From an optimization exercise on the open Yosys and OpenROAD flow, aimed at small area, a short achievable clock period and few clock cycles; shortcuts taken in it are not production practice. Function was checked by simulation only, so behaviour that the tests miss may differ from the original.

==> flow/design.v (outline; a module is shown in full before it is edited, if it fits) <==
// module cluster_cone_midpoint: 266 lines
// module ccm_xcmp: 858 lines
module cluster_cone_midpoint #(
    parameter int COORD_WIDTH = 16
) (
    input  logic                                       clk,
    input  logic                                       rst_n,
    input  logic                                       cfg_wr_en,
    input  logic [ccm_pkg::CFG_IDX_W-1:0]              cfg_wr_index,
    input  logic [ccm_pkg::REG_W-1:0]                  cfg_wr_data,
    input  logic                                       s_tvalid,
    output logic                                       s_tready,
    input  logic [((3*COORD_WIDTH+7)/8)*8-1:0]         s_tdata,   
    input  logic                                       s_tuser,   
    input  logic                                       s_tlast,   
    output logic                                       m_tvalid,
    input  logic                                       m_tready,
    output logic [((3*COORD_WIDTH+7)/8)*8-1:0]         m_tdata    
);
  // ...
==> flow/run.sh <==
#!/bin/bash
# synth_recipe.tcl (not shown) runs the flow's synth.tcl, then flattens the netlist and writes it again
# the make line also repeats each setting of config.mk as NAME=value (left out here)
make -C /OpenROAD-flow-scripts/flow DESIGN_CONFIG=/design/flow/config.mk WORK_HOME=/design/flow/orfs CLKGATE_MAP_FILE= SYNTH_SCRIPT=/design/flow/synth_recipe.tcl finish
==> flow/config.mk <==
export PLATFORM = sky130hd
export DESIGN_NAME = cluster_cone_midpoint
export DESIGN_NICKNAME = cluster_cone_midpoint
export VERILOG_FILES = /design/flow/design.v
export SDC_FILE = /design/flow/constraint.sdc
export NUM_CORES = 4
export LEC_CHECK = 0
export ABC_AREA = 1
export CAP_MARGIN = 10
export CORE_MARGIN = 2
export CORE_UTILIZATION = 40
export SETUP_SLACK_MARGIN = 5
export SLEW_MARGIN = 10
export TNS_END_PERCENT = 10
==> flow/constraint.sdc <==
create_clock -name core_clock -period 12.5 [get_ports {clk}]
set_input_delay 2.5000 -clock core_clock [delete_from_list [all_inputs] [get_ports {clk}]]
set_output_delay 2.5000 -clock core_clock [all_outputs]
set_load 0.01 [all_outputs]
==> results.json, run 1 <==
{
  "critical_path_required_ns": 12.82,
  "post_synth_instance_area_um2": 40100,
  "result_of_the_run": "no timing/DRC/antenna violations",
  "ys_types": 53,
  "cp_common_cell": "sky130_fd_sc_hd__fa_1",
  "top_cell_type_by_total_area_after_synthesis": "sky130_fd_sc_hd__fa_1",
  "post_synth_main_area_contributors": "sky130_fd_sc_hd__fa_1 (25%), sky130_fd_sc_hd__edfxtp_1 (18%), sky130_fd_sc_hd__nand2_1 (8.3%)",
  "slew_viol_final": 0,
  "grt_first_pass_wirelength_um": 248000,
  "tapCellCount": 1298,
  "dpl_cell_area_um2": 42600,
  "fin_crit_sh": 0.603,
  "crit_path_start": "in_y_reg[7]",
  "met3_wirelength_um": 21700,
  "finalWorstSetupSlack_ns": 4.96,
  "detail_route.wl_per_cell_um": 28.6,
  "grt_max_degree": 64,
  "finalWirelength_um": 175000,
  "gr-usage-met2": 0.509,
  "detail-route-antenna-nets": 0,
  "clockBufferCount": 54,
  "post_layout_nonfiller_instances": 6102,
  "post_synth_xor_area_fraction": 0.0111,
  "yosys.area_share.adder": 0.328,
  "core-area_um2": 99700,
  "layout_common_cells": "sky130_fd_sc_hd__nand2_1 (850), sky130_fd_sc_hd__inv_1 (667), sky130_fd_sc_hd__fa_1 (504)"
}
Testbench counts, summed over its fixed seeds: cycles 17,830.
==> inputs of run 2 (changes only) <==
--- a/flow/design.v
+++ b/flow/design.v
@@ -1134,11 +1134,74 @@
     logic t796, t795;
     assign {t796, t795} = {1'b0, t734} + {1'b0, t735} + {1'b0, t679};
     logic t798, t797;
     assign {t798, t797} = {1'b0, t736} + {1'b0, t737} + {1'b0, t287};
     logic t800, t799;
     assign {t800, t799} = {1'b0, t738} + {1'b0, t739} + {1'b0, 1'b1};
     wire [32:0] rs = {t800, t798, t796, t794, t792, t790, t788, t786, t784, t782, t780, t778, t776, t774, t772, t770, t768, t766, t764, t762, t760, t758, t756, t754, t752, t750, t748, t746, t744, t742, t741, t2, t1};
     wire [32:0] rc = {t740, t799, t797, t795, t793, t791, t789, t787, t785, t783, t781, t779, t777, t775, t773, t771, t769, t767, t765, t763, t761, t759, t757, t755, t753, t751, t749, t747, t745, t743, 1'b1, t146, t145};
-    wire [32:0] rsum = rs + rc;
-    assign gt = ~rsum[32];
+    wire [31:0] rg = rs[31:0] & rc[31:0];
+    wire [31:0] rp = rs[31:0] | rc[31:0];
+    wire cg1 = rg[1] | (rp[1] & rg[0]);
+    wire cp1 = rp[1] & rp[0];
+    wire cg2 = rg[3] | (rp[3] & rg[2]);
+    wire cp2 = rp[3] & rp[2];
+    wire cg3 = cg2 | (cp2 & cg1);
+    wire cp3 = cp2 & cp1;
+    wire cg4 = rg[5] | (rp[5] & rg[4]);
+    wire cp4 = rp[5] & rp[4];
+    wire cg5 = rg[7] | (rp[7] & rg[6]);
+    wire cp5 = rp[7] & rp[6];
+    wire cg6 = cg5 | (cp5 & cg4);
+    wire cp6 = cp5 & cp4;
+    wire cg7 = cg6 | (cp6 & cg3);
+    wire cp7 = cp6 & cp3;
+    wire cg8 = rg[9] | (rp[9] & rg[8]);
+    wire cp8 = rp[9] & rp[8];
+    wire cg9 = rg[11] | (rp[11] & rg[10]);
+    wire cp9 = rp[11] & rp[10];
+    wire cg10 = cg9 | (cp9 & cg8);
+    wire cp10 = cp9 & cp8;
+    wire cg11 = rg[13] | (rp[13] & rg[12]);
+    wire cp11 = rp[13] & rp[12];
+    wire cg12 = rg[15] | (rp[15] & rg[14]);
+    wire cp12 = rp[15] & rp[14];
+    wire cg13 = cg12 | (cp12 & cg11);
+    wire cp13 = cp12 & cp11;
+    wire cg14 = cg13 | (cp13 & cg10);
+    wire cp14 = cp13 & cp10;
+    wire cg15 = cg14 | (cp14 & cg7);
+    wire cp15 = cp14 & cp7;
+    wire cg16 = rg[17] | (rp[17] & rg[16]);
+    wire cp16 = rp[17] & rp[16];
+    wire cg17 = rg[19] | (rp[19] & rg[18]);
+    wire cp17 = rp[19] & rp[18];
+    wire cg18 = cg17 | (cp17 & cg16);
+    wire cp18 = cp17 & cp16;
+    wire cg19 = rg[21] | (rp[21] & rg[20]);
+    wire cp19 = rp[21] & rp[20];
+    wire cg20 = rg[23] | (rp[23] & rg[22]);
+    wire cp20 = rp[23] & rp[22];
+    wire cg21 = cg20 | (cp20 & cg19);
+    wire cp21 = cp20 & cp19;
+    wire cg22 = cg21 | (cp21 & cg18);
+    wire cp22 = cp21 & cp18;
+    wire cg23 = rg[25] | (rp[25] & rg[24]);
+    wire cp23 = rp[25] & rp[24];
+    wire cg24 = rg[27] | (rp[27] & rg[26]);
+    wire cp24 = rp[27] & rp[26];
+    wire cg25 = cg24 | (cp24 & cg23);
+    wire cp25 = cp24 & cp23;
+    wire cg26 = rg[29] | (rp[29] & rg[28]);
+    wire cp26 = rp[29] & rp[28];
+    wire cg27 = rg[31] | (rp[31] & rg[30]);
+    wire cp27 = rp[31] & rp[30];
+    wire cg28 = cg27 | (cp27 & cg26);
+    wire cp28 = cp27 & cp26;
+    wire cg29 = cg28 | (cp28 & cg25);
+    wire cp29 = cp28 & cp25;
+    wire cg30 = cg29 | (cp29 & cg22);
+    wire cp30 = cp29 & cp22;
+    wire cg31 = cg30 | (cp30 & cg15);
+    wire cp31 = cp30 & cp15;
+    assign gt = ~(rs[32] ^ rc[32] ^ cg31);
 endmodule
==> flow/config.mk (replaced) <==
export PLATFORM = sky130hd
export DESIGN_NAME = cluster_cone_midpoint
export DESIGN_NICKNAME = cluster_cone_midpoint
export VERILOG_FILES = /design/flow/design.v
export SDC_FILE = /design/flow/constraint.sdc
export NUM_CORES = 4
export LEC_CHECK = 0
export ABC_AREA = 1
export CAP_MARGIN = 20
export CORE_MARGIN = 2
export CORE_UTILIZATION = 40
export CTS_CLUSTER_DIAMETER = 60
export CTS_CLUSTER_SIZE = 30
export SETUP_SLACK_MARGIN = 5
export SLEW_MARGIN = 20
==> run 2 against run 1 <==
Net effect:
- register-to-register slack improved by 0.23 ns
- global-route usage increased by 0.92 points
- setup slack improved by 0.23 ns
- worst hold slack about the same
==> results.json, run 2 <==
{
  "postCtsHoldBufs": 0,
  "std_cell_rows": 115,
  "ff_latch_area_um2": 9640,
  "layout-drive-gt1-share": 0.0716,
  "multi_input_area_um2": 26600,
  "slew_viol_final": 0,
  "synth_warnings": 1,
  "setup-violations-final": 0,
  "post-route-min-period_ns": 7.31,
  "finalWirelength_um": 174000,
  "top_level_ports": 123,
  "cts-htree-levels": 2,
  "synthCells": 4729,
  "synth-edff-count": 240,
  "crit_type": "reg -> reg",
  "dp.final_hpwl_um": 126000,
  "core-area_um2": 98600,
  "first_global_vias": 36600,
  "die_y_um": 320,
  "initial_core_util": 0.405,
  "top_cell_type_by_total_area_after_synthesis": "sky130_fd_sc_hd__fa_1",
  "ys_top_cells_by_count": "sky130_fd_sc_hd__nand2_1 (969), sky130_fd_sc_hd__inv_1 (685), sky130_fd_sc_hd__fa_1 (506), sky130_fd_sc_hd__a21oi_1 (348), sky130_fd_sc_hd__o22ai_1 (312)",
  "syn_avg_cell_area_um2": 8.44,
  "async_flop_share": 0.279,
  "yosysTopAreaCellShare": 0.254,
  "worst_clock_skew_ns": 0.0423,
  "critical_path_arrival_ns": 7.65,
  "ctsRootBufferMaster": "sky130_fd_sc_hd__clkbuf_16",
  "worst_setup_hold_path_clk_slew_ns": 0.08,
  "timing.reg2reg.setup_slack_ns": 5.19,
  "flow.area_growth_from_synthesis_pct": 10.7,
  "timing.setup.tns_ns": 0,
  "first_drt_iteration_drcs": 5204,
  "routed-via-count": 37800,
  "max_cap_violations": 0,
  "timing.hold.worst.class": "reg -> reg",
  "number_of_register_bits_inferred_by_synthesis": 337,
  "avgViaCountPerCell": 6.24,
  "die_area_um2": 102000,
  "cts_buffer_depth": 3,
  "post_synth_instance_area_um2": 39900,
  "skew_pair_late_insertion_delay_ns": 0.61,
  "detail-route-antenna-nets": 0,
  "final_common_cell": "sky130_fd_sc_hd__nand2_1",
  "cp-end-kind": "flip-flop",
  "hold_viol": 0,
  "place_congestion": 1.06,
  "globalRouteOverflowTotal": 0,
  "worstMarginPinSlew_ns": 1.15,
  "grt_max_degree": 77,
  "hold_worst_slack_ns": 0.486,
  "cts_num_sinks": 337,
  "die_x_um": 320,
  "fin_nets": 5496,
  "result_of_the_run": "no timing/DRC/antenna violations",
  "ys_types": 58,
  "layout_common_cells": "sky130_fd_sc_hd__nand2_1 (954), sky130_fd_sc_hd__inv_1 (674), sky130_fd_sc_hd__fa_1 (506)",
  "timing.max_slew.rel_slack": 0.234,
  "final_core_util": 0.448,
  "grt_first_pass_wirelength_um": 251000,
  "fin_crit_sh": 0.585,
  "most_instantiated_flip_flop_cell_in_the_synthesis_netlist": "sky130_fd_sc_hd__edfxtp_1",
  "first_pass_iters": 9,
  "timing.critical_path.fanout_max": 64,
  "max_clock_freq_ghz": 0.137,
  "detail_route.wl_per_cell_um": 28.7,
  "yosysMostFrequentCell": "sky130_fd_sc_hd__nand2_1",
  "drcViolationCount": 0,
  "grt_setup_unrepaired": "yes",
  "numPortBuffers": 122,
  "synth.yosys.seq_area_share": 0.242,
  "cts_bufs_inserted": 35,
  "critical_path_required_ns": 12.84,
  "post_synth_main_area_contributors": "sky130_fd_sc_hd__fa_1 (25%), sky130_fd_sc_hd__edfxtp_1 (18%), sky130_fd_sc_hd__nand2_1 (9.1%)",
  "cts_tree": "yes",
  "number_of_antenna_violations_at_the_first_check_in_global_routing": 5,
  "crit_path_start_kind": "flip-flop",
  "fillerInstances": 9691,
  "net_count_after_synthesis": 5488,
  "track_usage": 0.335
}
[run 2: worst paths after layout]
check	startpoint	end	cells after the start
worst min-delay path	max_width_x_reg[0]	max_width_x_reg[0]	2
worst max register to register	in_x3_reg[17]	best1_x_reg[4]	21
worst min register to register	max_width_x_reg[0]	max_width_x_reg[0]	2
worst max-delay path	in_x3_reg[17]	best1_x_reg[4]	21
max in group asynchronous	rst_n	max_width_y_reg[8]	3
min in group asynchronous	rst_n	frame_low_reg[1]	1
[run 2: kinds of logic after synthesis]
logic type / count (synthesis) / share of synthesized area
and+or+nand+nor: 1364 / 0.141
AOI/OAI and AO/OA: 1279 / 0.199
buffers and inverters: 1007 / 0.0957
adders and majority gates: 686 / 0.310
DFF: 337 / 0.242
xor gates and xnor gates: 53 / 0.0116
muxes: 3 / 0.000753
[run 2: layout make-up]
type	count	share of cell area
Timing Repair inverter	4	0.000510
Sequential cell	337	0.218
Timing Repair Buffer	252	0.0512
Clock buffer	40	0.0203
Antenna cell	5	0.000283
Inverter	721	0.0626
Tap cell	1287	0.0364
Clock inverter	24	0.00781
Multi-Input combinational cell	3386	0.603
[run 2: per-stage QoR]
step	setup slack [ns]	std cells	area, um^2
2_1_floorplan	5.50	4729	39900
3_3_place_gp	4.42	5946	42400
3_5_place_dp	4.42	5946	42400
4_1_cts	5.00	6013	43700
5_1_grt	4.90	6051	44200
6_report	5.19	6056	44200
[run 2: critical path, cell delays in order, from the launching register on]
cell and delay (ns):
sky130_fd_sc_hd__edfxtp_1 0.32, sky130_fd_sc_hd__buf_4 0.41, sky130_fd_sc_hd__o21ai_0 0.50, sky130_fd_sc_hd__a21oi_1 0.52, sky130_fd_sc_hd__fa_1 0.51, sky130_fd_sc_hd__fa_1 0.54
sky130_fd_sc_hd__fa_1 0.46, sky130_fd_sc_hd__fa_1 0.47, sky130_fd_sc_hd__fa_1 0.46, sky130_fd_sc_hd__fa_1 0.54, sky130_fd_sc_hd__inv_1 0.05, sky130_fd_sc_hd__o2111ai_1 0.22
sky130_fd_sc_hd__nor2_1 0.07, sky130_fd_sc_hd__a311oi_1 0.29, sky130_fd_sc_hd__a21oi_1 0.19, sky130_fd_sc_hd__o21ai_0 0.18, sky130_fd_sc_hd__nand3b_1 0.25, sky130_fd_sc_hd__a31oi_4 0.36
sky130_fd_sc_hd__nand2_1 0.15, sky130_fd_sc_hd__o21ai_4 0.09, sky130_fd_sc_hd__buf_12 0.28, sky130_fd_sc_hd__o21ai_0 0.14
[run 2: what timing repair did]
item	CTS	global route
pin swaps	0	2
endpoints found under the setup margin	79	81
setup buffers	2	31
cloned	1	4
resized for setup	16	61
[run 2: routing by layer]
layer | vias up | wire length, um | track usage
met1 | 18100 | 61300 | 0.398
met2 | 2680 | 75000 | 0.509
met5 | - | 27 | 0
met4 | 4 | 15800 | 0.230
li1 | 16200 | - | -
met3 | 819 | 21800 | 0.119
Testbench counts of run 2, summed over its fixed seeds: cycles 17,830.

separate check: timing with driven ports:
The flow's constraints put no driver on any port. The routed layouts listed below were extracted and timed again, unchanged, in two steps. Step 1 (the two cells are an assumption about what drives the block):
set clk [get_ports {clk}]
set_driving_cell -lib_cell sky130_fd_sc_hd__clkbuf_16 $clk
set_driving_cell -lib_cell sky130_fd_sc_hd__buf_2 [delete_from_list [all_inputs] $clk]
Step 2 times the ports against the registers' clock, not the clock port: input delays grow and output delays shrink by t, the midpoint of the rising clock arrivals with the driver on. a / b / c = ideal / step 1 / step 2; a / b = the first two.
run | t (ns) | setup WS [ns] | hold slack, ns
run 1 | 0.671 | 4.961 / 4.961 / 4.961 | 0.486 / 0.486 / 0.486
run 2 | 0.667 | 5.192 / 5.192 / 5.192 | 0.486 / 0.486 / 0.486
After both steps every run listed still meets setup and hold.
